Context: an optimization exercise on an open-source flow, tuned for small area, a short achievable clock period and few clock cycles. The choices shown serve that exercise and are no tape-out recipe. The RTL was checked by simulation tests, not by an equivalence proof against the original design.

## flow/standard.sh

```bash
#!/bin/bash
# synth_recipe.tcl (not shown) runs the flow's synth.tcl, then flattens the netlist and writes it again
# the make line also repeats each setting of config.mk as NAME=value (left out here)
make -C /OpenROAD-flow-scripts/flow DESIGN_CONFIG=/design/flow/config.mk WORK_HOME=/design/flow/orfs CLKGATE_MAP_FILE= SYNTH_SCRIPT=/design/flow/synth_recipe.tcl "${@:-finish}"
```

## flow/config.mk

```make
export PLATFORM = sky130hd
export DESIGN_NAME = mul_div_unit
export DESIGN_NICKNAME = mul_div_unit
export VERILOG_FILES = /design/flow/design.v
export SDC_FILE = /design/flow/constraint.sdc
export NUM_CORES = 4
export LEC_CHECK = 0
export CAP_MARGIN = 20
export CORE_MARGIN = 2
export CORE_UTILIZATION = 40
export CTS_BUF_LIST = sky130_fd_sc_hd__clkbuf_4 sky130_fd_sc_hd__clkbuf_8
export SETUP_SLACK_MARGIN = 5
export SLEW_MARGIN = 20
```

## flow/constraint.sdc

```tcl
create_clock -name core_clock -period 10.0 [get_ports {clk}]
set_input_delay 2.0000 -clock core_clock [delete_from_list [all_inputs] [get_ports {clk}]]
set_output_delay 2.0000 -clock core_clock [all_outputs]
set_load 0.01 [all_outputs]
```

## flow/design.v

```verilog
package mdu_pkg;
  typedef enum logic [2:0] {
    OP_MUL    = 3'b000,
    OP_MULH   = 3'b001,
    OP_MULHSU = 3'b010,
    OP_MULHU  = 3'b011,
    OP_DIV    = 3'b100,
    OP_DIVU   = 3'b101,
    OP_REM    = 3'b110,
    OP_REMU   = 3'b111
  } funct3_e;
endpackage
module mdu_divider (
  input  logic [31:0] value,
  output logic [5:0]  lz
);
  logic [15:0] z1;  logic [15:0][0:0] c1;
  logic [7:0]  z2;  logic [7:0][1:0]  c2;
  logic [3:0]  z3;  logic [3:0][2:0]  c3;
  logic [1:0]  z4;  logic [1:0][3:0]  c4;
  logic        z5;  logic [4:0]       c5;
  always_comb begin
    for (int i = 0; i < 16; i++) begin
      z1[i] = ~(value[2*i+1] | value[2*i]);
      c1[i] = ~value[2*i+1];
    end
    for (int i = 0; i < 8; i++) begin
      z2[i] = z1[2*i+1] & z1[2*i];
      c2[i] = z1[2*i+1] ? {1'b1, c1[2*i]} : {1'b0, c1[2*i+1]};
    end
    for (int i = 0; i < 4; i++) begin
      z3[i] = z2[2*i+1] & z2[2*i];
      c3[i] = z2[2*i+1] ? {1'b1, c2[2*i]} : {1'b0, c2[2*i+1]};
    end
    for (int i = 0; i < 2; i++) begin
      z4[i] = z3[2*i+1] & z3[2*i];
      c4[i] = z3[2*i+1] ? {1'b1, c3[2*i]} : {1'b0, c3[2*i+1]};
    end
    z5 = z4[1] & z4[0];
    c5 = z4[1] ? {1'b1, c4[0]} : {1'b0, c4[1]};
    lz = z5 ? 6'd32 : {1'b0, c5};
  end
endmodule
module mul_div_unit (
  input  logic        clk,
  input  logic        rst,
  input  logic        start,
  input  logic [2:0]  funct3,
  input  logic [31:0] operand_a,
  input  logic [31:0] operand_b,
  input  logic [4:0]  rd_in,
  input  logic        flush,
  output logic        busy,
  output logic        done,
  output logic [31:0] result,
  output logic [4:0]  rd_out
);
  logic s_dn, s_ds, s_fx, s_ms, s_ma;     
  logic s_dn_n, s_ds_n, s_fx_n, s_ms_n, s_ma_n;
  logic done_q, done_n;
  logic fxn_q, fxn_n;         
  logic fx_act, fx_done;
  logic dn_act, dn_done;      
  logic [2:0]  op_q;
  logic [4:0]  rd_q;
  logic [32:0] r_q, r_n;      
  logic [31:0] q_q, q_n;      
  logic [32:0] x_q, x_n;      
  logic [1:0]  m_q, m_n;      
  logic [4:0]  cnt_q, cnt_n;
  logic        sa_q, sa_n;    
  logic        ds_q, ds_n;    
  logic        bz_q, bz_n;    
  logic        d1_q, d1_n;    
  logic        c0_q, c0_n;    
  logic        z0_q, t0_q, n0_q, z1_q, t1_q, n1_q, ci_q;
  logic        z0_n, t0_n, n0_n, z1_n, t1_n, n1_n, ci_n;
  logic idle, accept;
  assign fx_act  = s_fx & fxn_q;
  assign fx_done = s_fx & ~fxn_q;
  assign busy    = dn_act | s_ds | fx_act | s_ms | s_ma;
  assign done    = done_q | fx_done | dn_done;
  assign idle   = ~busy;
  assign accept = start & ~flush & idle;
  logic sgn_a_in, sgn_b_in;
  assign sgn_a_in = funct3[2] ? ~funct3[0] : ~(funct3[1] & funct3[0]);
  assign sgn_b_in = funct3[2] ? ~funct3[0] : ~funct3[1];
  logic [36:0] add_a, add_b, add_c, cs_s, cs_c, add_t;
  logic [35:0] cs_maj;
  always_comb begin
    add_a = {{4{r_q[32]}}, r_q};
    add_b = (z0_q ? 37'd0 : (t0_q ? {{3{x_q[32]}}, x_q, 1'b0} : {{4{x_q[32]}}, x_q}))
            ^ {37{n0_q}};
    add_c = {(z1_q ? 35'd0 : (t1_q ? {x_q[32], x_q, 1'b0} : {{2{x_q[32]}}, x_q})) ^ {35{n1_q}},
             n1_q, n1_q};
    cs_s   = add_a ^ add_b ^ add_c;
    cs_maj = (add_a[35:0] & add_b[35:0]) | (add_a[35:0] & add_c[35:0]) |
             (add_b[35:0] & add_c[35:0]);
    cs_c   = {cs_maj, n0_q};
    add_t  = cs_s + cs_c + {36'd0, ci_q};
  end
  logic dacc;
  assign dacc = add_t[36] ^ ~sa_q;
  logic [5:0] lza, lzb;
  logic [4:0] lza_c, lzb_c;
  logic       in_sa, in_sb, in_bz;
  logic [5:0] dn_s;
  logic [4:0] dn_d;
  logic [4:0] la_q, la_n;    
  assign in_sa = sgn_a_in & operand_a[31];
  assign in_sb = sgn_b_in & operand_b[31];
  mdu_divider u_lza (.value(operand_a ^ {32{operand_a[31]}}), .lz(lza));
  mdu_divider u_lzb (.value(operand_b ^ {32{operand_b[31]}}), .lz(lzb));
  assign lza_c    = (operand_a[31] & ~sgn_a_in) ? 5'd0 : (lza[5] ? 5'd31 : lza[4:0]);
  assign lzb_c    = (operand_b[31] & ~sgn_b_in) ? 5'd0 : (lzb[5] ? 5'd31 : lzb[4:0]);
  assign in_bz    = (operand_b == 32'd0);
  assign dn_s     = {1'b0, cnt_q} - {1'b0, la_q} + {5'd0, sa_q};
  assign dn_d     = dn_s[4:0];
  assign dn_done  = s_dn & (bz_q | dn_s[5]);
  assign dn_act   = s_dn & ~(bz_q | dn_s[5]);
  localparam int MAXZ = 1;
  logic last_ms, ds_last, rem_fix;
  logic [4:0] cnt_ms;
  assign cnt_ms  = cnt_q - {3'd0, m_q} - 5'd1;
  assign last_ms = (cnt_ms == 5'd0);
  assign ds_last = (cnt_q == 5'd0);
  assign rem_fix = op_q[1];
  always_comb begin
    s_dn_n = 1'b0;
    s_ds_n = 1'b0;
    s_fx_n = 1'b0;
    s_ms_n = 1'b0;
    s_ma_n = 1'b0;
    done_n = 1'b0;
    sa_n   = sa_q;
    ds_n   = ds_q;
    fxn_n  = ~dacc | sa_q;
    bz_n   = in_bz;
    la_n   = lza_c;
    d1_n   = s_dn;
    c0_n   = dacc;
    if (idle)                 x_n = {sgn_b_in & operand_b[31], operand_b};
    else if (s_ds & ~ds_last) x_n = {x_q[32], x_q[32:1]};
    else                      x_n = x_q << (s_dn ? dn_d : 5'd0);
    if (idle)      r_n = funct3[2] ? {sgn_a_in & operand_a[31], operand_a} : 33'd0;
    else if (s_ms) begin
      case (m_q)
        2'd0:    r_n = add_t[36:4];
        2'd1:    r_n = {{4{add_t[36]}}, add_t[36:8]};
        2'd2:    r_n = {{8{add_t[36]}}, add_t[36:12]};
        default: r_n = {{12{add_t[36]}}, add_t[36:16]};
      endcase
    end
    else           r_n = add_t[32:0];
    if (idle)      q_n = funct3[2] ? {32{in_bz}} : operand_a;
    else if (s_ds) q_n = {(d1_q ? {31{~ds_q & c0_q}} : q_q[30:0]), dacc ^ ~ds_q};
    else begin
      case (m_q)
        2'd0:    q_n = {add_t[3:0],  q_q[31:4]};
        2'd1:    q_n = {add_t[7:0],  q_q[31:8]};
        2'd2:    q_n = {add_t[11:0], q_q[31:12]};
        default: q_n = {add_t[15:0], q_q[31:16]};
      endcase
    end
    if (idle)      cnt_n = funct3[2] ? lzb_c : 5'd8;
    else if (s_ds) cnt_n = cnt_q - 5'd1;
    else if (s_dn) cnt_n = dn_d;
    else           cnt_n = cnt_ms;
    if (idle) begin
      sa_n   = in_sa;
      ds_n   = in_sa == in_sb;
      s_dn_n = accept & funct3[2];
      s_ms_n = accept & ~funct3[2];
    end
    if (dn_act) s_ds_n = 1'b1;
    if (s_ds) begin
      if (!ds_last)     s_ds_n = 1'b1;
      else if (rem_fix) s_fx_n = 1'b1;
      else              done_n = 1'b1;
    end
    if (fx_act) done_n = 1'b1;
    if (s_ms) begin
      if (!last_ms)                                s_ms_n = 1'b1;
      else if ((op_q == mdu_pkg::OP_MULHU) & ms_top) s_ma_n = 1'b1;
      else                                         done_n = 1'b1;
    end
    if (s_ma) done_n = 1'b1;
  end
  logic [15:0] w;
  logic        wpb, ms_next, ms_top;
  logic [3:0]  nl;
  logic        npb;
  logic [4:0]  cnt_nx;
  logic        f1, f2, f3, e1, e2, e3;
  assign ms_next = s_ms_n & ~flush;
  always_comb begin
    if (idle) begin
      w   = operand_a[15:0];
      wpb = 1'b0;
    end else begin
      case (m_q)
        2'd0:    begin w = q_q[19:4];  wpb = q_q[3];  end
        2'd1:    begin w = q_q[23:8];  wpb = q_q[7];  end
        2'd2:    begin w = q_q[27:12]; wpb = q_q[11]; end
        default: begin w = q_q[31:16]; wpb = q_q[15]; end
      endcase
    end
    nl     = w[3:0];
    npb    = wpb;
    cnt_nx = idle ? 5'd8 : cnt_ms;
    f1 = (&w[7:3])   | ~(|w[7:3]);
    f2 = (&w[11:7])  | ~(|w[11:7]);
    f3 = (&w[15:11]) | ~(|w[15:11]);
    e1 = (MAXZ >= 1) & f1 & (cnt_nx >= 5'd2);
    e2 = (MAXZ >= 2) & e1 & f2 & (cnt_nx >= 5'd3);
    e3 = (MAXZ >= 3) & e2 & f3 & (cnt_nx >= 5'd4);
    m_n = e3 ? 2'd3 : (e2 ? 2'd2 : (e1 ? 2'd1 : 2'd0));
  end
  assign ms_top = wpb;
  always_comb begin
    if (ms_next) begin
      z0_n = (nl[1] == nl[0]) & (nl[0] == npb);
      t0_n = (nl[1] & ~nl[0] & ~npb) | (~nl[1] & nl[0] & npb);
      n0_n = nl[1] & ~(nl[0] & npb);
      z1_n = (nl[3] == nl[2]) & (nl[2] == nl[1]);
      t1_n = (nl[3] & ~nl[2] & ~nl[1]) | (~nl[3] & nl[2] & nl[1]);
      n1_n = nl[3] & ~(nl[2] & nl[1]);
      ci_n = nl[3] & ~(nl[2] & nl[1]);
    end else if (idle) begin
      z0_n = in_sa == in_sb;
      t0_n = 1'b0;
      n0_n = 1'b0;
      z1_n = 1'b1;
      t1_n = 1'b0;
      n1_n = in_sa;
      ci_n = 1'b0;
    end else if (s_dn) begin
      z0_n = 1'b0;
      t0_n = 1'b0;
      n0_n = dacc ? ds_q : ~ds_q;
      z1_n = 1'b1;
      t1_n = 1'b0;
      n1_n = 1'b0;
      ci_n = 1'b0;
    end else if (s_ds & ds_last) begin
      z0_n = dacc;
      t0_n = 1'b0;
      n0_n = ~ds_q;
      z1_n = 1'b1;
      t1_n = 1'b0;
      n1_n = 1'b0;
      ci_n = sa_q;
    end else begin
      z0_n = 1'b0;
      t0_n = 1'b0;
      n0_n = s_ds & (dacc ? ds_q : ~ds_q);
      z1_n = 1'b1;
      t1_n = 1'b0;
      n1_n = 1'b0;
      ci_n = 1'b0;
    end
  end
  always_ff @(posedge clk or posedge rst) begin
    if (rst) begin
      s_dn <= 1'b0;
      s_ds <= 1'b0;
      s_fx <= 1'b0;
      s_ms <= 1'b0;
      s_ma <= 1'b0;
      done_q <= 1'b0;
    end else begin
      s_dn <= s_dn_n & ~flush;
      s_ds <= s_ds_n & ~flush;
      s_fx <= s_fx_n & ~flush;
      s_ms <= s_ms_n & ~flush;
      s_ma <= s_ma_n & ~flush;
      done_q <= done_n & ~flush;
    end
  end
  always_ff @(posedge clk) begin
    if (idle) begin
      op_q <= funct3;
      rd_q <= rd_in;
    end
    r_q   <= r_n;
    q_q   <= q_n;
    x_q   <= x_n;
    m_q   <= m_n;
    cnt_q <= cnt_n;
    sa_q  <= sa_n;
    ds_q  <= ds_n;
    la_q  <= la_n;
    bz_q  <= bz_n;
    d1_q  <= d1_n;
    c0_q  <= c0_n;
    z0_q  <= z0_n;
    t0_q  <= t0_n;
    n0_q  <= n0_n;
    z1_q  <= z1_n;
    t1_q  <= t1_n;
    n1_q  <= n1_n;
    ci_q  <= ci_n;
    fxn_q <= fxn_n;
  end
  logic selr;
  assign selr   = op_q[2] ? op_q[1] : (op_q[1] | op_q[0]);
  assign result = selr ? r_q[31:0] : q_q;
  assign rd_out = rd_q;
endmodule
```

## flow/flow/run.sh

```bash
#!/bin/bash
# Layout flow: the standard flow (standard.sh, all steps unchanged),
# except that the buffer ORFS puts on every input and output port is the
# plain sky130 buffer (buf_1) instead of the delay-cell buffer it picks by
# default.  Every port still gets its own buffer.
set -euo pipefail
export BUFFER_PORTS_ARGS="-buffer_cell sky130_fd_sc_hd__buf_1"
bash standard.sh > standard.log 2>&1
```

==> flow_metrics.env, run 1 <==
export IMPL_reg2reg_depth=18
export IMPL_hold_viol=0
export IMPL_synth_common_cells="nor2_1, nand2_1, o21ai_0"
export IMPL_numCtsBuffers=17
export IMPL_drt_iter0_drc=1457
export IMPL_routed_via_count=15100
export IMPL_wl_per_cell_um=22.0
export IMPL_place_congestion=0.955
export IMPL_fin_crit_sh_pct=48.6
export IMPL_grt_pass1_wl_um=83500
export IMPL_hold_buffers=0
export IMPL_area_delta_synth_final_pct=9.24
export IMPL_synth_area_um2=14700
export IMPL_rr_startpoint="t0_q"
export IMPL_ys_ff_latch=136
export IMPL_n_antenna_cell=0
export IMPL_insertion_delay_ns=0.50
export IMPL_synth_area_leader_cell="dfxtp_1"
export IMPL_synth_cell_types=75
export IMPL_syn_inst=2017
export IMPL_setup_viol=0
export IMPL_start_util_pct=40.4
export IMPL_synth_nets=2188
export IMPL_die_width_um=196
export IMPL_grt_overflow_total=0
export IMPL_synthMostInstantiatedCell="nor2_1"
export IMPL_slew_violations=0
export IMPL_cts_max_level=4
export IMPL_setup_tns_final_ns=0
export IMPL_root_buffer="clkbuf_8"
export IMPL_min_delay_start="sa_q"
export IMPL_holdPathStages=2
export IMPL_synth_area_per_cell_um2=7.28
export IMPL_async_reset_ff_share_pct=4.41
export IMPL_end_kind="primary output"
export IMPL_cts_sinks=136
export IMPL_drive_above_1_share_pct=6.20
export IMPL_cp_start_kind="flip-flop"
export IMPL_via_per_inst=5.95
export IMPL_whs_endpoint="ci_q"
export IMPL_r2r_setup_slack_ns=5.20
export IMPL_worst_pin_slew_ns=1.01
export IMPL_clock_skew_ns=0.0232
export IMPL_ios=115
export IMPL_routed_wl_um=55600
export IMPL_maxSlewHeadroom_pct=32.7
export IMPL_drc=0
export IMPL_portBuffers=114
export IMPL_cp_max_fo=6
export IMPL_grt_pass1_vias=14200
export IMPL_postRouteAntennaNets=0
export IMPL_r2r_end="n0_q"
export IMPL_yosysTopAreaCellShare_pct=16.1
export IMPL_fp_dieH_um=196
export IMPL_core_area_um2=36300
export IMPL_fin_nets=2224
export IMPL_rows=70
export IMPL_outcome="no timing/DRC/antenna violations"
export IMPL_synthFlopType="dfxtp_1"
export IMPL_synth_edf_count=12
export IMPL_crit_type="reg2out"
export IMPL_rsz0062_at_grt="no"
export IMPL_timing_fmax_ghz=0.206
export IMPL_fin_area_um2=16000
export IMPL_grt_use_total_pct=28.3
export IMPL_cap_violations=0
export IMPL_ys_warn_count=2
export IMPL_seq_area_frac_synth_pct=19.6
export IMPL_hold_path_class="reg2reg"
export IMPL_hpwl_um=41900
export IMPL_dr_pass1_iters=7
export IMPL_cts_reportedPaths_clkPinSlew_ns=0.11
export IMPL_crit_arrival_ns=2.86
export IMPL_grt_max_degree=78
export IMPL_cts_tree="done"
export IMPL_clock_tree_buffer_depth=2
export IMPL_nFillCells=3739
export IMPL_finalCriticalPeriod_ns=4.86
export IMPL_cp_required_ns=8.00
export IMPL_synth_area_leaders="dfxtp_1, mux2i_1, o21ai_0"
export IMPL_die_area_um2=38300
export IMPL_dpl_cell_area_um2=15300
export IMPL_antenna_found_initial=0
==> how the worst max path moves through the flow <==
stage / from / to / slack [ns] / cells after the start
finish: sa_q / busy / 5.14 / 11
global placement: z0_q / n0_q / 4.54 / 18
floorplan: t0_q / n0_q / 5.13 / 20
CTS: n1_q / n0_q / 4.97 / 17
global route: t0_q / n0_q / 4.99 / 18
detailed placement: z0_q / n0_q / 4.42 / 18
==> area by class of cell <==
type | instances | area, um^2 | share of cell area (%)
Multi-Input combinational cell | 1580 | 10700 | 66.8
Sequential cell | 136 | 2890 | 18.0
Timing Repair Buffer | 151 | 845 | 5.27
Inverter | 167 | 627 | 3.91
Tap cell | 468 | 586 | 3.65
Clock buffer | 18 | 248 | 1.54
Clock inverter | 14 | 131 | 0.819
==> layer usage <==
| layer | up-vias | global-route usage, % | part of all wire (%) |
|---|---|---|---|
| li1 | 7193 | - | - |
| met3 | 98 | 4.94 | 7.2 |
| met5 | - | 0 | 0 |
| met1 | 7164 | 37.3 | 43 |
| met2 | 623 | 45.9 | 46 |
| met4 | 0 | 11.5 | 3.8 |
==> stage by stage <==
stage	setup slack [ns]	cells	hold slack (ns)	utilization, %
3_5_place_dp	4.42	2484	0.536	42.2
4_1_cts	4.97	2520	0.560	43.6
5_1_grt	4.99	2534	0.583	44.1
2_1_floorplan	5.13	2017	0.345	-
6_report	5.14	2534	0.568	44.1
3_3_place_gp	4.54	2484	0.525	42.2
==> logic make-up after synthesis <==
group | share of synthesized area (%)
fa+ha+maj | 10.1
compound gates | 24.1
mux | 13.2
simple gates | 18.8
xor+xnor | 6.56
flops | 19.6
buf+inv | 7.75
==> worst max-delay path: stages, from the launching register on <==
cell      delay, ns
edfxtp_1       0.41
inv_1          0.12
ha_1           0.16
inv_1          0.07
ha_1           0.30
a21o_1         0.20
a21oi_2        0.20
o211ai_2       0.13
xnor2_2        0.18
o31ai_4        0.27
buf_12         0.17
clkbuf_2       0.13
==> sequential cells by signal, indices dropped and copies added (netlist names), 3 cells and up <==
register	cells
cnt_q	5
la_q	5
op_q	3
q_q	32
r_q	33
rd_q	5
x_q	33
==> layout by cell type (no fill, tap or decap), drive strengths merged, types with 24 or more instances in the layout <==
master  count
mux2i     169
inv       173
nor3       33
dfxtp     118
nand2     204
buf       146
a21oi     163
a211oi     38
nand3      55
fa         39
xnor2      83
o21ai     176
a22oi      32
xor2       27
nor2      210
o211ai     24
ha         56
==> repair_timing <==
action                     4_1_cts  5_1_grt
buffers inserted                 3       12
setup endpoints to repair        8        4
cloned                           1        2
pin swaps                        1        3
resized for setup               11       11
Testbench counts, summed over its fixed seeds: cycles 56,089.
==> run 2, diff against run 1 <==
--- a/flow/design.v
+++ b/flow/design.v
@@ -104,7 +104,6 @@
   logic [5:0] lza, lzb;
   logic [4:0] lza_c, lzb_c;
   logic       in_sa, in_sb, in_bz;
-  logic [5:0] dn_s;
   logic [4:0] dn_d;
   logic [4:0] la_q, la_n;    
   assign in_sa = sgn_a_in & operand_a[31];
@@ -114,10 +113,9 @@
   assign lza_c    = (operand_a[31] & ~sgn_a_in) ? 5'd0 : (lza[5] ? 5'd31 : lza[4:0]);
   assign lzb_c    = (operand_b[31] & ~sgn_b_in) ? 5'd0 : (lzb[5] ? 5'd31 : lzb[4:0]);
   assign in_bz    = (operand_b == 32'd0);
-  assign dn_s     = {1'b0, cnt_q} - {1'b0, la_q} + {5'd0, sa_q};
-  assign dn_d     = dn_s[4:0];
-  assign dn_done  = s_dn & (bz_q | dn_s[5]);
-  assign dn_act   = s_dn & ~(bz_q | dn_s[5]);
+  assign dn_d     = cnt_q - la_q;
+  assign dn_done  = s_dn & (bz_q | (cnt_q < la_q));
+  assign dn_act   = s_dn & ~(bz_q | (cnt_q < la_q));
   localparam int MAXZ = 1;
   logic last_ms, ds_last, rem_fix;
   logic [4:0] cnt_ms;
@@ -136,7 +134,7 @@
     ds_n   = ds_q;
     fxn_n  = ~dacc | sa_q;
     bz_n   = in_bz;
-    la_n   = lza_c;
+    la_n   = lza_c - {4'd0, in_sa};
     d1_n   = s_dn;
     c0_n   = dacc;
     if (idle)                 x_n = {sgn_b_in & operand_b[31], operand_b};
==> flow_metrics.env, run 2 <==
export IMPL_hold_path_class="reg2reg"
export IMPL_crit_path_max_incr_delay_ns=0.55
export IMPL_postRouteAntennaNets=0
export IMPL_setup_slack_ns=5.20
export IMPL_cp_start_kind="flip-flop"
export IMPL_grt_util_met2_pct=45.7
export IMPL_rows=70
export IMPL_clock_skew_ns=0.0175
export IMPL_die_width_um=196
export IMPL_r2r_setup_slack_ns=5.20
export IMPL_synthMostInstantiatedCell="nand2_1"
export IMPL_wl_per_cell_um=21.8
export IMPL_cts_reportedPaths_clkPinSlew_ns=0.10
export IMPL_cts_sinks=136
export IMPL_grt_pass1_wl_um=82700
export IMPL_cap_violations=0
export IMPL_fin_cells=2489
export IMPL_hold_viol=0
export IMPL_synth_area_leader_cell="dfxtp_1"
export IMPL_antenna_found_initial=0
export IMPL_crit_chain="buf_12, inv_4, fa_1, inv_1, fa_1, fa_2, a211oi_2, o211ai_1, a211oi_2, nor2_2, a31oi_4, a41o_1, xnor2_2, inv_2, ha_1, xnor2_2, o32ai_1, a31o_2"
export IMPL_syn_inst=1988
export IMPL_setup_tns_final_ns=0
export IMPL_grt_use_total_pct=28.0
export IMPL_worst_pin_slew_ns=1.03
export IMPL_synthFlopType="dfxtp_1"
export IMPL_synth_area_um2=14700
export IMPL_synth_nets=2156
export IMPL_top_usage_layer="met2"
export IMPL_drt_iter0_drc=1584
export IMPL_slew_violations=0
export IMPL_cp_max_fo=15
export IMPL_crit_type="reg2reg"
export IMPL_place_ws_ns=4.47
export IMPL_dr_pass1_iters=8
export IMPL_drc=0
export IMPL_start_util_pct=40.4
export IMPL_end_kind="flip-flop"
export IMPL_grt_pass1_vias=13800
export IMPL_ys_ff_latch=136
export IMPL_synth_area_per_cell_um2=7.39
export IMPL_layout_commonest_cell="nand2_1"
export IMPL_portBuffers=114
export IMPL_routed_via_count=14700
export IMPL_async_reset_ff_share_pct=4.41
export IMPL_hpwl_um=41400
export IMPL_ys_warn_count=2
export IMPL_cts_max_level=4
export IMPL_synth_cell_types=83
export IMPL_die_area_um2=38300
export IMPL_clock_tree_buffer_depth=2
export IMPL_ios=115
export IMPL_n_antenna_cell=0
export IMPL_gr_usage_met1_pct=38.6
export IMPL_insertion_delay_ns=0.50
export IMPL_dp_cells=2449
export IMPL_routed_wl_um=54300
export IMPL_yosysTopAreaCellShare_pct=16.1
export IMPL_via_per_inst=5.91
export IMPL_fp_dieH_um=196
export IMPL_place_congestion=0.951
export IMPL_seq_area_frac_synth_pct=19.6
export IMPL_fin_nets=2176
export IMPL_finalCriticalPeriod_ns=4.80
export IMPL_r2r_end="n0_q"
export IMPL_largest_registers="r_q (33), x_q (33), q_q (32)"
export IMPL_core_area_um2=36300
export IMPL_area_delta_synth_final_pct=8.53
export IMPL_cts_tree="done"
export IMPL_crit_arrival_ns=5.21
export IMPL_cp_required_ns=10.41
export IMPL_rr_startpoint="n1_q"
export IMPL_crit_path_end="n0_q"
export IMPL_numCtsBuffers=17
export IMPL_crit_start="n1_q"
export IMPL_grt_max_degree=81
export IMPL_timing_fmax_ghz=0.208
export IMPL_maxSlewHeadroom_pct=31.0
export IMPL_grt_use_met3_pct=3.85
export IMPL_fin_util_pct=43.9
export IMPL_fin_crit_sh_pct=48.0
export IMPL_synth_area_leaders="dfxtp_1, mux2i_1, o21ai_0"
export IMPL_drive_above_1_share_pct=6.88
export IMPL_cp_slowest_cell="fa_1"
export IMPL_synth_common_cells="nand2_1, nor2_1, mux2i_1"
export IMPL_hold_buffers=0
export IMPL_setup_viol=0
export IMPL_mostFrequentLayoutCells="nand2_1, nor2_1, mux2i_1"
export IMPL_grt_overflow_total=0
export IMPL_outcome="no timing/DRC/antenna violations"
export IMPL_rsz0062_at_grt="no"
export IMPL_reg2reg_depth=18
export IMPL_root_buffer="clkbuf_8"
export IMPL_synth_edf_count=12
run 2: worst min-delay path by stage:
stage	start	endpoint	slack, ns	cells past startpoint
after detailed placement	sa_q	ci_q	0.52	2
after CTS	sa_q	ci_q	0.54	2
final	sa_q	ci_q	0.55	2
after global placement	sa_q	ci_q	0.51	2
after global routing	sa_q	ci_q	0.56	2
after floorplan	s_dn	d1_q	0.46	0
run 2: area by class of cell:
type	count	area (um^2)
clock buffer	17	234
tap	468	586
sequential	136	2890
inverter	165	622
clock inverter	15	174
multi-input combinational	1543	10700
fill	3757	20400
timing repair buffer	145	774
run 2: through the flow:
step / cell area (um^2) / hold slack (ns)
after global routing: 15900 / 0.562
after floorplan: 14700 / 0.463
final: 15900 / 0.548
after global placement: 15300 / 0.514
after detailed placement: 15300 / 0.519
after CTS: 15900 / 0.543
run 2: timing repair:
action	in CTS	in global routing
setup endpoints to repair	5	3
gates resized for setup	11	3
buffers inserted	6	1
cloned	1	0
pin swaps	2	3
run 2: critical path: cells and delay by family (launching register included):
| kind | cells | cell delay [ns] |
|---|---|---|
| xor gates and xnor gates | 2 | 0.37 |
| AOI/OAI and AO/OA | 7 | 1.55 |
| buffers and inverters | 4 | 0.45 |
| and+or+nand+nor | 1 | 0.11 |
| adders and majority gates | 4 | 1.76 |
| DFF | 1 | 0.43 |
run 2: cell families (layout without fill, tap and decap cells):
| logic type | Yosys count | after routing | share of synthesized area, % |
|---|---|---|---|
| xor+xnor | 114 | 114 | 6.90 |
| compound gates | 556 | 556 | 24.3 |
| flops | 136 | 136 | 19.6 |
| fa+ha+maj | 92 | 92 | 9.83 |
| mux | 190 | 190 | 13.1 |
| buf+inv | 309 | 342 | 8.21 |
| simple gates | 591 | 591 | 18.1 |
run 2: routing by layer:
layer,vias up,part of all wire (%)
met5,-,0
met4,0,2.7
met3,81,6.0
met2,568,47
met1,7035,45
li1,7036,-
Testbench counts of run 2, summed over its fixed seeds: cycles 56,089.
==> run 3, diff against run 2 <==
==> flow/flow/run.sh (replaced) <==
#!/bin/bash
set -euo pipefail
export BUFFER_PORTS_ARGS="-buffer_cell sky130_fd_sc_hd__buf_1"
export SETUP_SLACK_MARGIN=5.6
bash standard.sh > standard.log 2>&1
--- a/flow/config.mk
+++ b/flow/config.mk
@@ -9,5 +9,4 @@
 export CORE_MARGIN = 2
 export CORE_UTILIZATION = 40
 export CTS_BUF_LIST = sky130_fd_sc_hd__clkbuf_4 sky130_fd_sc_hd__clkbuf_8
-export SETUP_SLACK_MARGIN = 5
 export SLEW_MARGIN = 20
==> flow_metrics.env, run 3 <==
export IMPL_outcome="no timing/DRC/antenna violations"
export IMPL_hold_ws_ns=0.583
export IMPL_layout_commonest_cell="nand2_1"
export IMPL_die_area_um2=38300
export IMPL_grt_overflow_total=0
export IMPL_synth_area_um2=14700
export IMPL_setup_tns_final_ns=0
export IMPL_area_delta_synth_final_pct=12.2
export IMPL_cp_start_kind="flip-flop"
export IMPL_core_area_um2=36300
export IMPL_top_usage_layer="met2"
export IMPL_cts_tree="done"
export IMPL_cap_violations=0
export IMPL_ys_ff_latch=136
export IMPL_synth_edf_count=12
export IMPL_end_kind="flip-flop"
export IMPL_grt_max_degree=82
export IMPL_syn_inst=1988
export IMPL_fin_util_pct=45.3
export IMPL_insertion_delay_ns=0.51
export IMPL_seq_area_frac_synth_pct=19.6
export IMPL_crit_chain="nor2_4, nand2_2, xor2_2, fa_1, inv_1, fa_2, fa_2, a211oi_2, o211ai_1, a211oi_2, nor2_2, a31oi_4, a41o_1, xnor2_2, inv_2, ha_4, xnor2_2, o32ai_1, a31o_2"
export IMPL_timing_fmax_ghz=0.230
export IMPL_synthFlopType="dfxtp_1"
export IMPL_crit_type="reg2reg"
export IMPL_clock_skew_ns=0.0255
export IMPL_hold_viol=0
export IMPL_hold_path_class="reg2reg"
export IMPL_hpwl_um=41200
export IMPL_grt_pass1_wl_um=83700
export IMPL_postRouteAntennaNets=0
export IMPL_cts_sinks=136
export IMPL_slew_violations=0
export IMPL_mostFrequentLayoutCells="nand2_1, nor2_1, mux2i_1"
export IMPL_cts_max_level=4
export IMPL_largest_registers="r_q (33), x_q (33), q_q (32)"
export IMPL_root_buffer="clkbuf_8"
export IMPL_dr_pass1_iters=6
export IMPL_finalCriticalPeriod_ns=4.34
export IMPL_synth_area_per_cell_um2=7.39
export IMPL_yosysTopAreaCellShare_pct=16.1
export IMPL_ys_warn_count=2
export IMPL_dp_cells=2451
export IMPL_synth_common_cells="nand2_1, nor2_1, mux2i_1"
export IMPL_synth_area_leader_cell="dfxtp_1"
export IMPL_drt_iter0_drc=1424
export IMPL_fin_crit_sh_pct=43.4
export IMPL_synth_cell_types=83
export IMPL_portBuffers=114
export IMPL_n_antenna_cell=0
export IMPL_rows=70
export IMPL_place_congestion=0.931
export IMPL_synth_nets=2156
export IMPL_grt_util_met2_pct=45.6
export IMPL_setup_viol=0
export IMPL_crit_path_max_incr_delay_ns=0.48
export IMPL_worst_pin_slew_ns=1.00
export IMPL_maxSlewHeadroom_pct=33.1
export IMPL_fp_dieH_um=196
export IMPL_start_util_pct=40.4
export IMPL_crit_arrival_ns=4.75
export IMPL_drive_above_1_share_pct=10.6
export IMPL_cp_required_ns=10.41
export IMPL_synth_area_leaders="dfxtp_1, mux2i_1, o21ai_0"
export IMPL_routed_wl_um=54800
export IMPL_synthMostInstantiatedCell="nand2_1"
export IMPL_fin_nets=2210
export IMPL_ios=115
export IMPL_grt_use_met3_pct=3.97
export IMPL_grt_pass1_vias=14000
export IMPL_gr_usage_met1_pct=38.6
export IMPL_clock_tree_buffer_depth=2
export IMPL_drc=0
export IMPL_rsz0062_at_grt="yes"
export IMPL_antenna_found_initial=0
export IMPL_die_width_um=196
export IMPL_wl_per_cell_um=21.7
export IMPL_async_reset_ff_share_pct=4.41
export IMPL_fin_cells=2523
export IMPL_hold_buffers=0
export IMPL_routed_via_count=15000
export IMPL_cts_reportedPaths_clkPinSlew_ns=0.10
export IMPL_cp_slowest_cell="fa_1"
export IMPL_grt_use_total_pct=28.3
export IMPL_via_per_inst=5.94
export IMPL_cp_max_fo=7
export IMPL_numCtsBuffers=17
==> run 3: worst paths after layout <==
kind / from / end / slack (ns) / cells past startpoint
worst max-delay path: t0_q / n0_q / 5.66 / 19
worst max register to register: t0_q / n0_q / 5.66 / 19
worst min register to register: sa_q / ci_q / 0.58 / 2
worst min-delay path: sa_q / ci_q / 0.58 / 2
max in group asynchronous: rst / s_ds / 8.43 / 2
min in group asynchronous: rst / s_ms / 1.35 / 2
==> run 3: worst max-delay path, delay by kind of cell, from the launching register on <==
| family | cells | cell delay [ns] |
|---|---|---|
| fa+ha+maj | 4 | 1.50 |
| compound gates | 7 | 1.46 |
| xor+xnor | 3 | 0.42 |
| flops | 1 | 0.41 |
| simple gates | 3 | 0.27 |
| buf+inv | 2 | 0.16 |
==> run 3: logic make-up after synthesis <==
logic type	Yosys count	share of synthesized area, %
simple gates	591	18.1
compound gates	556	24.3
flops	136	19.6
buf+inv	309	8.21
xor+xnor	114	6.90
fa+ha+maj	92	9.83
mux	190	13.1
==> run 3: area by class of cell <==
class                   count  area [um^2]
fillers                  3704        19900
multi-input cells        1543        10900
flip-flops and latches    136         2910
repair buffers            179         1070
inverters                 165          622
well taps                 468          586
clock buffers              17          234
clock inverters            15          204
==> run 3: per-layer routing <==
metal / vias to the layer above / wire length, um
met5: - / 0
met4: 0 / 1770
li1: 7103 / -
met1: 7147 / 24600
met3: 89 / 3430
met2: 647 / 25100
==> run 3: repair_timing <==
| action | CTS | global route |
|---|---|---|
| gates cloned | 1 | 0 |
| endpoints found under the setup margin | 36 | 26 |
| pin swaps | 8 | 16 |
| buffers inserted | 20 | 19 |
| hold endpoints to repair | 0 | 0 |
| resized for setup | 24 | 52 |
==> run 3: through the flow <==
stage                     instance area, um^2  setup slack (ns)
after floorplan                         14700              5.55
after global placement                  15400              4.73
after detailed placement                15400              4.68
after CTS                               16100              5.59
after global routing                    16500              5.45
final                                   16500              5.66
==> run 4, diff against run 3 <==
--- a/flow/design.v
+++ b/flow/design.v
@@ -99,8 +99,9 @@
     cs_c   = {cs_maj, n0_q};
     add_t  = cs_s + cs_c + {36'd0, ci_q};
   end
-  logic dacc;
+  logic dacc, dbit;
   assign dacc = add_t[36] ^ ~sa_q;
+  assign dbit = add_t[36] ^ (sa_q ^ ds_q);
   logic [5:0] lza, lzb;
   logic [4:0] lza_c, lzb_c;
   logic       in_sa, in_sb, in_bz;
@@ -151,7 +152,7 @@
     end
     else           r_n = add_t[32:0];
     if (idle)      q_n = funct3[2] ? {32{in_bz}} : operand_a;
-    else if (s_ds) q_n = {(d1_q ? {31{~ds_q & c0_q}} : q_q[30:0]), dacc ^ ~ds_q};
+    else if (s_ds) q_n = {(d1_q ? {31{~ds_q & c0_q}} : q_q[30:0]), dbit};
     else begin
       case (m_q)
         2'd0:    q_n = {add_t[3:0],  q_q[31:4]};
@@ -235,7 +236,7 @@
     end else if (s_dn) begin
       z0_n = 1'b0;
       t0_n = 1'b0;
-      n0_n = dacc ? ds_q : ~ds_q;
+      n0_n = dbit;
       z1_n = 1'b1;
       t1_n = 1'b0;
       n1_n = 1'b0;
@@ -251,7 +252,7 @@
     end else begin
       z0_n = 1'b0;
       t0_n = 1'b0;
-      n0_n = s_ds & (dacc ? ds_q : ~ds_q);
+      n0_n = s_ds & dbit;
       z1_n = 1'b1;
       t1_n = 1'b0;
       n1_n = 1'b0;
==> flow_metrics.env, run 4 <==
export IMPL_outcome="no timing/DRC/antenna violations"
export IMPL_fin_cells=2489
export IMPL_layout_commonest_cell="nand2_1"
export IMPL_crit_start="t0_q"
export IMPL_synthFlopType="dfxtp_1"
export IMPL_crit_path_end="z0_q"
export IMPL_root_buffer="clkbuf_8"
export IMPL_routed_via_count=15100
export IMPL_numCtsBuffers=17
export IMPL_portBuffers=114
export IMPL_multiInputGateArea_um2=10800
export IMPL_core_area_um2=36500
export IMPL_setup_viol=0
export IMPL_grt_max_degree=79
export IMPL_ys_warn_count=2
export IMPL_crit_path_max_incr_delay_ns=0.50
export IMPL_ios=115
export IMPL_drt_iter0_drc=1615
export IMPL_hold_viol=0
export IMPL_synthMostInstantiatedCell="nand2_1"
export IMPL_wl_per_cell_um=21.7
export IMPL_die_width_um=196
export IMPL_rsz0062_at_grt="yes"
export IMPL_grt_overflow_total=0
export IMPL_die_area_um2=38600
export IMPL_synth_area_leaders="dfxtp_1, mux2i_1, xnor2_1"
export IMPL_start_util_pct=40.6
export IMPL_area_delta_synth_final_pct=9.86
export IMPL_fin_nets=2176
export IMPL_synth_nets=2149
export IMPL_synth_edf_count=12
export IMPL_cp_top_family="compound AO/OA/AOI/OAI gates"
export IMPL_routed_wl_um=54000
export IMPL_crit_type="reg2reg"
export IMPL_yosysTopAreaCellShare_pct=15.9
export IMPL_synth_area_um2=14800
export IMPL_r2r_end="z0_q"
export IMPL_synth_common_cells="nand2_1, mux2i_1, nor2_1"
export IMPL_maxSlewHeadroom_pct=25.3
export IMPL_mostFrequentLayoutCells="nand2_1, mux2i_1, nor2_1"
export IMPL_grt_pass1_vias=13600
export IMPL_cp_slowest_cell="fa_1"
export IMPL_crit_chain="buf_4, buf_16, mux2i_1, nor2_1, xnor2_1, fa_1, inv_1, ha_1, and3_1, a31o_2, a211oi_2, o31ai_1, a31o_4, xnor2_4, inv_2, ha_1, inv_1, a22o_1, nand2_1, o21ai_0"
export IMPL_rr_startpoint="t0_q"
export IMPL_cap_violations=0
export IMPL_setup_tns_final_ns=0
export IMPL_dr_pass1_iters=8
export IMPL_seq_area_frac_synth_pct=19.4
export IMPL_clock_skew_ns=0.0204
export IMPL_cp_max_fo=16
export IMPL_nFillCells=3712
export IMPL_finalCriticalPeriod_ns=4.40
export IMPL_cp_num_buf_inv=5
export IMPL_largest_registers="r_q (33), x_q (33), q_q (32)"
export IMPL_cp_required_ns=10.36
export IMPL_syn_inst=1981
export IMPL_drive_above_1_share_pct=8.41
export IMPL_fin_crit_sh_pct=44.0
export IMPL_cts_reportedPaths_clkPinSlew_ns=0.09
export IMPL_hold_path_class="reg2reg"
export IMPL_cts_sinks=136
export IMPL_cp_num_cells=20
export IMPL_regArea_um2=2890
export IMPL_place_congestion=0.954
export IMPL_hold_buffers=0
export IMPL_cts_tree="done"
export IMPL_end_kind="flip-flop"
export IMPL_slew_violations=0
export IMPL_r2r_setup_slack_ns=5.60
export IMPL_crit_arrival_ns=4.75
export IMPL_rows=70
export IMPL_insertion_delay_ns=0.49
export IMPL_n_antenna_cell=0
export IMPL_dp_cells=2433
export IMPL_grt_use_total_pct=27.0
export IMPL_async_reset_ff_share_pct=4.41
export IMPL_via_per_inst=6.06
export IMPL_clock_tree_buffer_depth=2
export IMPL_timing_fmax_ghz=0.227
export IMPL_synth_cell_types=83
export IMPL_reg2reg_depth=20
export IMPL_antenna_found_initial=3
export IMPL_synth_area_per_cell_um2=7.48
export IMPL_postRouteAntennaNets=0
export IMPL_drc=0
export IMPL_synth_area_leader_cell="dfxtp_1"
export IMPL_fin_util_pct=44.5
export IMPL_fp_dieH_um=196
export IMPL_worst_pin_slew_ns=1.12
export IMPL_hpwl_um=40000
export IMPL_cp_start_kind="flip-flop"
export IMPL_ys_ff_latch=136
export IMPL_cts_max_level=4
export IMPL_grt_pass1_wl_um=80500
run 4: cell types whose count changed after synthesis, moves of 8 or more:
| cell | change |
|---|---|
| o21ai_0 | -15 |
| o21ai_1 | +14 |
| a211oi_1 | -24 |
| nand2b_1 | +12 |
| clkbuf_1 | +12 |
| buf_2 | -11 |
| nor2_1 | -28 |
| mux2i_1 | +11 |
| and3_1 | +15 |
| a31oi_1 | +8 |
| a21oi_1 | -22 |
| buf_6 | +10 |
| a222oi_1 | +10 |
run 4: area by class of cell:
class                   count  share of cell area [%]
multi-input cells        1533                    66.6
flip-flops and latches    136                    17.8
clock inverters            12                    1.01
inverters                 164                    3.81
repair buffers            155                    5.51
well taps                 468                    3.60
repair inverters            1                  0.0308
clock buffers              20                    1.65
run 4: kinds of logic (layout without fill, tap and decap cells):
family	Yosys count	count (layout)	synth area share, %
and+or+nand+nor	602	602	18.7
AOI/OAI and AO/OA	529	529	23.1
buffers and inverters	312	352	8.73
muxes	197	197	13.5
DFF	136	136	19.4
xor gates and xnor gates	113	113	6.83
adders and majority gates	92	92	9.75
run 4: worst min-delay path by stage:
| stage | startpoint | to | slack [ns] | cells past startpoint |
|---|---|---|---|---|
| after floorplan | s_dn | d1_q | 0.34 | 0 |
| after global placement | sa_q | ci_q | 0.50 | 1 |
| after detailed placement | sa_q | ci_q | 0.51 | 1 |
| after CTS | sa_q | ci_q | 0.51 | 1 |
| after global routing | sa_q | ci_q | 0.53 | 1 |
| final | sa_q | ci_q | 0.52 | 1 |
run 4: timing repair:
item,in CTS,in global routing
resized for setup,27,37
gates cloned,2,1
setup buffers,16,4
pin swaps,2,9
endpoints found under the setup margin,43,33
run 4: layer usage:
metal  GRT usage, %  wire [um]
met4           9.79       1750
met1           37.2      23400
met3           4.60       4500
met5              0          9
met2           42.5      24300
run 4: worst register-to-register path, stage by stage (launching register included):
cell,delay (ns)
dfxtp_4,0.40
buf_4,0.17
buf_16,0.17
mux2i_1,0.21
nor2_1,0.07
xnor2_1,0.37
fa_1,0.50
inv_1,0.07
ha_1,0.29
and3_1,0.24
a31o_2,0.27
a211oi_2,0.23
o31ai_1,0.11
a31o_4,0.25
xnor2_4,0.17
inv_2,0.08
ha_1,0.27
inv_1,0.05
a22o_1,0.21
nand2_1,0.07
o21ai_0,0.08
run 4: through the flow:
step           hold WS, ns  cell area [um^2]  worst slack (ns)
2_1_floorplan        0.342             14900              5.56
3_3_place_gp         0.504             15300              4.84
3_5_place_dp         0.509             15300              4.78
4_1_cts              0.514             16100              5.55
5_1_grt              0.530             16300              5.44
6_report             0.521             16300              5.60
Testbench counts of run 4, summed over its fixed seeds: cycles 56,089.
==> run 5, diff against run 4 <==
--- a/flow/design.v
+++ b/flow/design.v
@@ -76,6 +76,12 @@
   logic        z0_q, t0_q, n0_q, z1_q, t1_q, n1_q, ci_q;
   logic        z0_n, t0_n, n0_n, z1_n, t1_n, n1_n, ci_n;
   logic idle, accept;
+  logic [15:0] w;
+  logic        wpb, ms_next, ms_top;
+  logic [3:0]  nl;
+  logic        npb;
+  logic [4:0]  cnt_nx;
+  logic        f1, f2, f3, e1, e2, e3;
   assign fx_act  = s_fx & fxn_q;
   assign fx_done = s_fx & ~fxn_q;
   assign busy    = dn_act | s_ds | fx_act | s_ms | s_ma;
@@ -185,12 +191,6 @@
     end
     if (s_ma) done_n = 1'b1;
   end
-  logic [15:0] w;
-  logic        wpb, ms_next, ms_top;
-  logic [3:0]  nl;
-  logic        npb;
-  logic [4:0]  cnt_nx;
-  logic        f1, f2, f3, e1, e2, e3;
   assign ms_next = s_ms_n & ~flush;
   always_comb begin
     if (idle) begin
==> flow_metrics.env, run 5 <==
export IMPL_routed_via_count=15100
export IMPL_clock_tree_buffer_depth=2
export IMPL_synth_nets=2149
export IMPL_syn_inst=1981
export IMPL_synth_common_cells="nand2_1, mux2i_1, nor2_1"
export IMPL_synth_area_leader_cell="dfxtp_1"
export IMPL_place_ws_ns=4.78
export IMPL_dpl_cell_area_um2=15300
export IMPL_place_congestion=0.954
export IMPL_wl_per_cell_um=21.7
export IMPL_fin_crit_sh_pct=44.0
export IMPL_finalCriticalPeriod_ns=4.40
export IMPL_root_buffer="clkbuf_8"
export IMPL_hpwl_um=40000
export IMPL_setup_tns_final_ns=0
export IMPL_drc=0
export IMPL_timing_fmax_ghz=0.227
export IMPL_cts_tree="done"
export IMPL_nFillCells=3712
export IMPL_maxSlewHeadroom_pct=25.3
export IMPL_antenna_found_initial=3
export IMPL_clock_skew_ns=0.0204
export IMPL_ys_ff_latch=136
export IMPL_cp_required_ns=10.36
export IMPL_hold_viol=0
export IMPL_r2r_setup_slack_ns=5.60
export IMPL_numCtsBuffers=17
export IMPL_synth_area_um2=14800
export IMPL_cts_reportedPaths_clkPinSlew_ns=0.09
export IMPL_hold_path_class="reg2reg"
export IMPL_synth_edf_count=12
export IMPL_rr_startpoint="t0_q"
export IMPL_n_antenna_cell=0
export IMPL_grt_overflow_total=0
export IMPL_regArea_um2=2890
export IMPL_reg2reg_depth=20
export IMPL_drive_above_1_share_pct=8.41
export IMPL_start_util_pct=40.6
export IMPL_hold_buffers=0
export IMPL_crit_start="t0_q"
export IMPL_cp_start_kind="flip-flop"
export IMPL_grt_pass1_wl_um=80500
export IMPL_drt_iter0_drc=1615
export IMPL_core_area_um2=36500
export IMPL_mostFrequentLayoutCells="nand2_1, mux2i_1, nor2_1"
export IMPL_die_width_um=196
export IMPL_multiInputGateArea_um2=10800
export IMPL_synth_area_leaders="dfxtp_1, mux2i_1, xnor2_1"
export IMPL_fp_dieH_um=196
export IMPL_hold_ws_ns=0.521
export IMPL_outcome="no timing/DRC/antenna violations"
export IMPL_cts_sinks=136
export IMPL_setup_viol=0
export IMPL_yosysTopAreaCellShare_pct=15.9
export IMPL_end_kind="flip-flop"
export IMPL_setup_slack_ns=5.60
export IMPL_grt_pass1_vias=13600
export IMPL_via_per_inst=6.06
export IMPL_postRouteAntennaNets=0
export IMPL_grt_use_total_pct=27.0
export IMPL_fin_nets=2176
export IMPL_die_area_um2=38600
export IMPL_rsz0062_at_grt="yes"
export IMPL_cts_max_level=4
export IMPL_cp_max_fo=16
export IMPL_crit_type="reg2reg"
export IMPL_rows=70
export IMPL_synthMostInstantiatedCell="nand2_1"
export IMPL_layout_commonest_cell="nand2_1"
export IMPL_insertion_delay_ns=0.49
export IMPL_seq_area_frac_synth_pct=19.4
export IMPL_fin_area_um2=16300
export IMPL_worst_pin_slew_ns=1.12
export IMPL_crit_arrival_ns=4.75
export IMPL_portBuffers=114
export IMPL_dp_cells=2433
export IMPL_synth_area_per_cell_um2=7.48
export IMPL_async_reset_ff_share_pct=4.41
export IMPL_crit_path_end="z0_q"
export IMPL_area_delta_synth_final_pct=9.86
export IMPL_slew_violations=0
export IMPL_routed_wl_um=54000
export IMPL_cap_violations=0
export IMPL_synth_cell_types=83
export IMPL_synthFlopType="dfxtp_1"
export IMPL_ys_warn_count=2
export IMPL_largest_registers="r_q (33), x_q (33), q_q (32)"
export IMPL_fin_cells=2489
export IMPL_grt_max_degree=79
export IMPL_r2r_end="z0_q"
export IMPL_dr_pass1_iters=8
export IMPL_ios=115
-- run 5: cell counts in the layout (fill, tap and decap cells not counted) --
Identical to the previous run, type by type.
-- run 5: cells by family (layout without fill, tap and decap cells) --
kind of cell,Yosys count,count (layout),share of synthesized area (%)
AO/OA/AOI/OAI,529,529,23.1
XOR/XNOR,113,113,6.83
adder cells (fa/ha/maj),92,92,9.75
buffers and inverters,312,352,8.73
flip-flops,136,136,19.4
multiplexers,197,197,13.5
AND/OR/NAND/NOR,602,602,18.7
-- run 5: metrics by stage --
| step | utilization (%) |
|---|---|
| finish | 44.5 |
| global route | 44.5 |
| CTS | 44.0 |
| detailed placement | 42.0 |
| global placement | 42.0 |
| floorplan | - |
-- run 5: worst max-delay path: stages, from the launching register on --
cell and delay, ns:
dfxtp_4 0.40, buf_4 0.17, buf_16 0.17, mux2i_1 0.20, nor2_1 0.07, xnor2_1 0.37, fa_1 0.50, inv_1 0.07
ha_1 0.29, and3_1 0.24, a31o_2 0.27, a211oi_2 0.23, o31ai_1 0.11, a31o_4 0.25, xnor2_4 0.17, inv_2 0.08
ha_1 0.27, inv_1 0.05, a22o_1 0.21, nand2_1 0.07, o21ai_0 0.08
-- run 5: routing by layer --
metal	vias up	share of wire, %	track usage (%)
met4	2	3.2	9.79
li1	7021	-	-
met5	-	0.017	0
met2	716	45	42.5
met3	90	8.3	4.60
met1	7249	43	37.2
-- run 5: timing repair --
action                                  4_1_cts  5_1_grt
setup buffers                                16        4
resized for setup                            27       37
pin swaps                                     2        9
endpoints found under the setup margin       43       33
gates cloned                                  2        1
-- run 5: worst min path at each step --
stage          from  endpoint  cells after the start
2_1_floorplan  s_dn      d1_q                      0
3_3_place_gp   sa_q      ci_q                      1
3_5_place_dp   sa_q      ci_q                      1
4_1_cts        sa_q      ci_q                      1
5_1_grt        sa_q      ci_q                      1
6_report       sa_q      ci_q                      1
-- run 5: area by class of cell --
cell class,count,area share (%)
clock buffer,20,1.65
timing repair buffer,155,5.51
inverter,164,3.81
multi-input combinational,1533,66.6
timing repair inverter,1,0.0308
tap,468,3.60
clock inverter,12,1.01
sequential,136,17.8
Testbench counts of run 5, summed over its fixed seeds: cycles 56,089.

==> what the ideal ports hide <==
The results above use ideal ports. As a check the final layouts listed here were re-extracted and re-timed, cells and wires unchanged. Step 1, drivers: a clkbuf_16 drives clk and a buf_2 each remaining input, both assumed. Step 2 adds t to the input delays and takes it off the output delays; t is the mean of the earliest and latest rising clock arrival at the registers after step 1. Input paths then give back, and output paths get back, about the clock's delay inside the block. Slacks: no drivers / after step 1 / after step 2; pairs: no drivers / after step 1.
run	shift t [ns]	slack for setup (ns)	clock arrival spread, ns
run 1	0.538	5.139 / 5.089 / 4.973	0.023 / 0.023
run 2	0.543	5.197 / 5.197 / 5.075	0.018 / 0.018
run 3	0.546	5.659 / 5.659 / 5.248	0.025 / 0.025
run 4	0.526	5.604 / 5.604 / 5.179	0.021 / 0.021
run 5	0.526	5.604 / 5.604 / 5.179	0.021 / 0.021
After both steps every run listed still meets setup and hold.
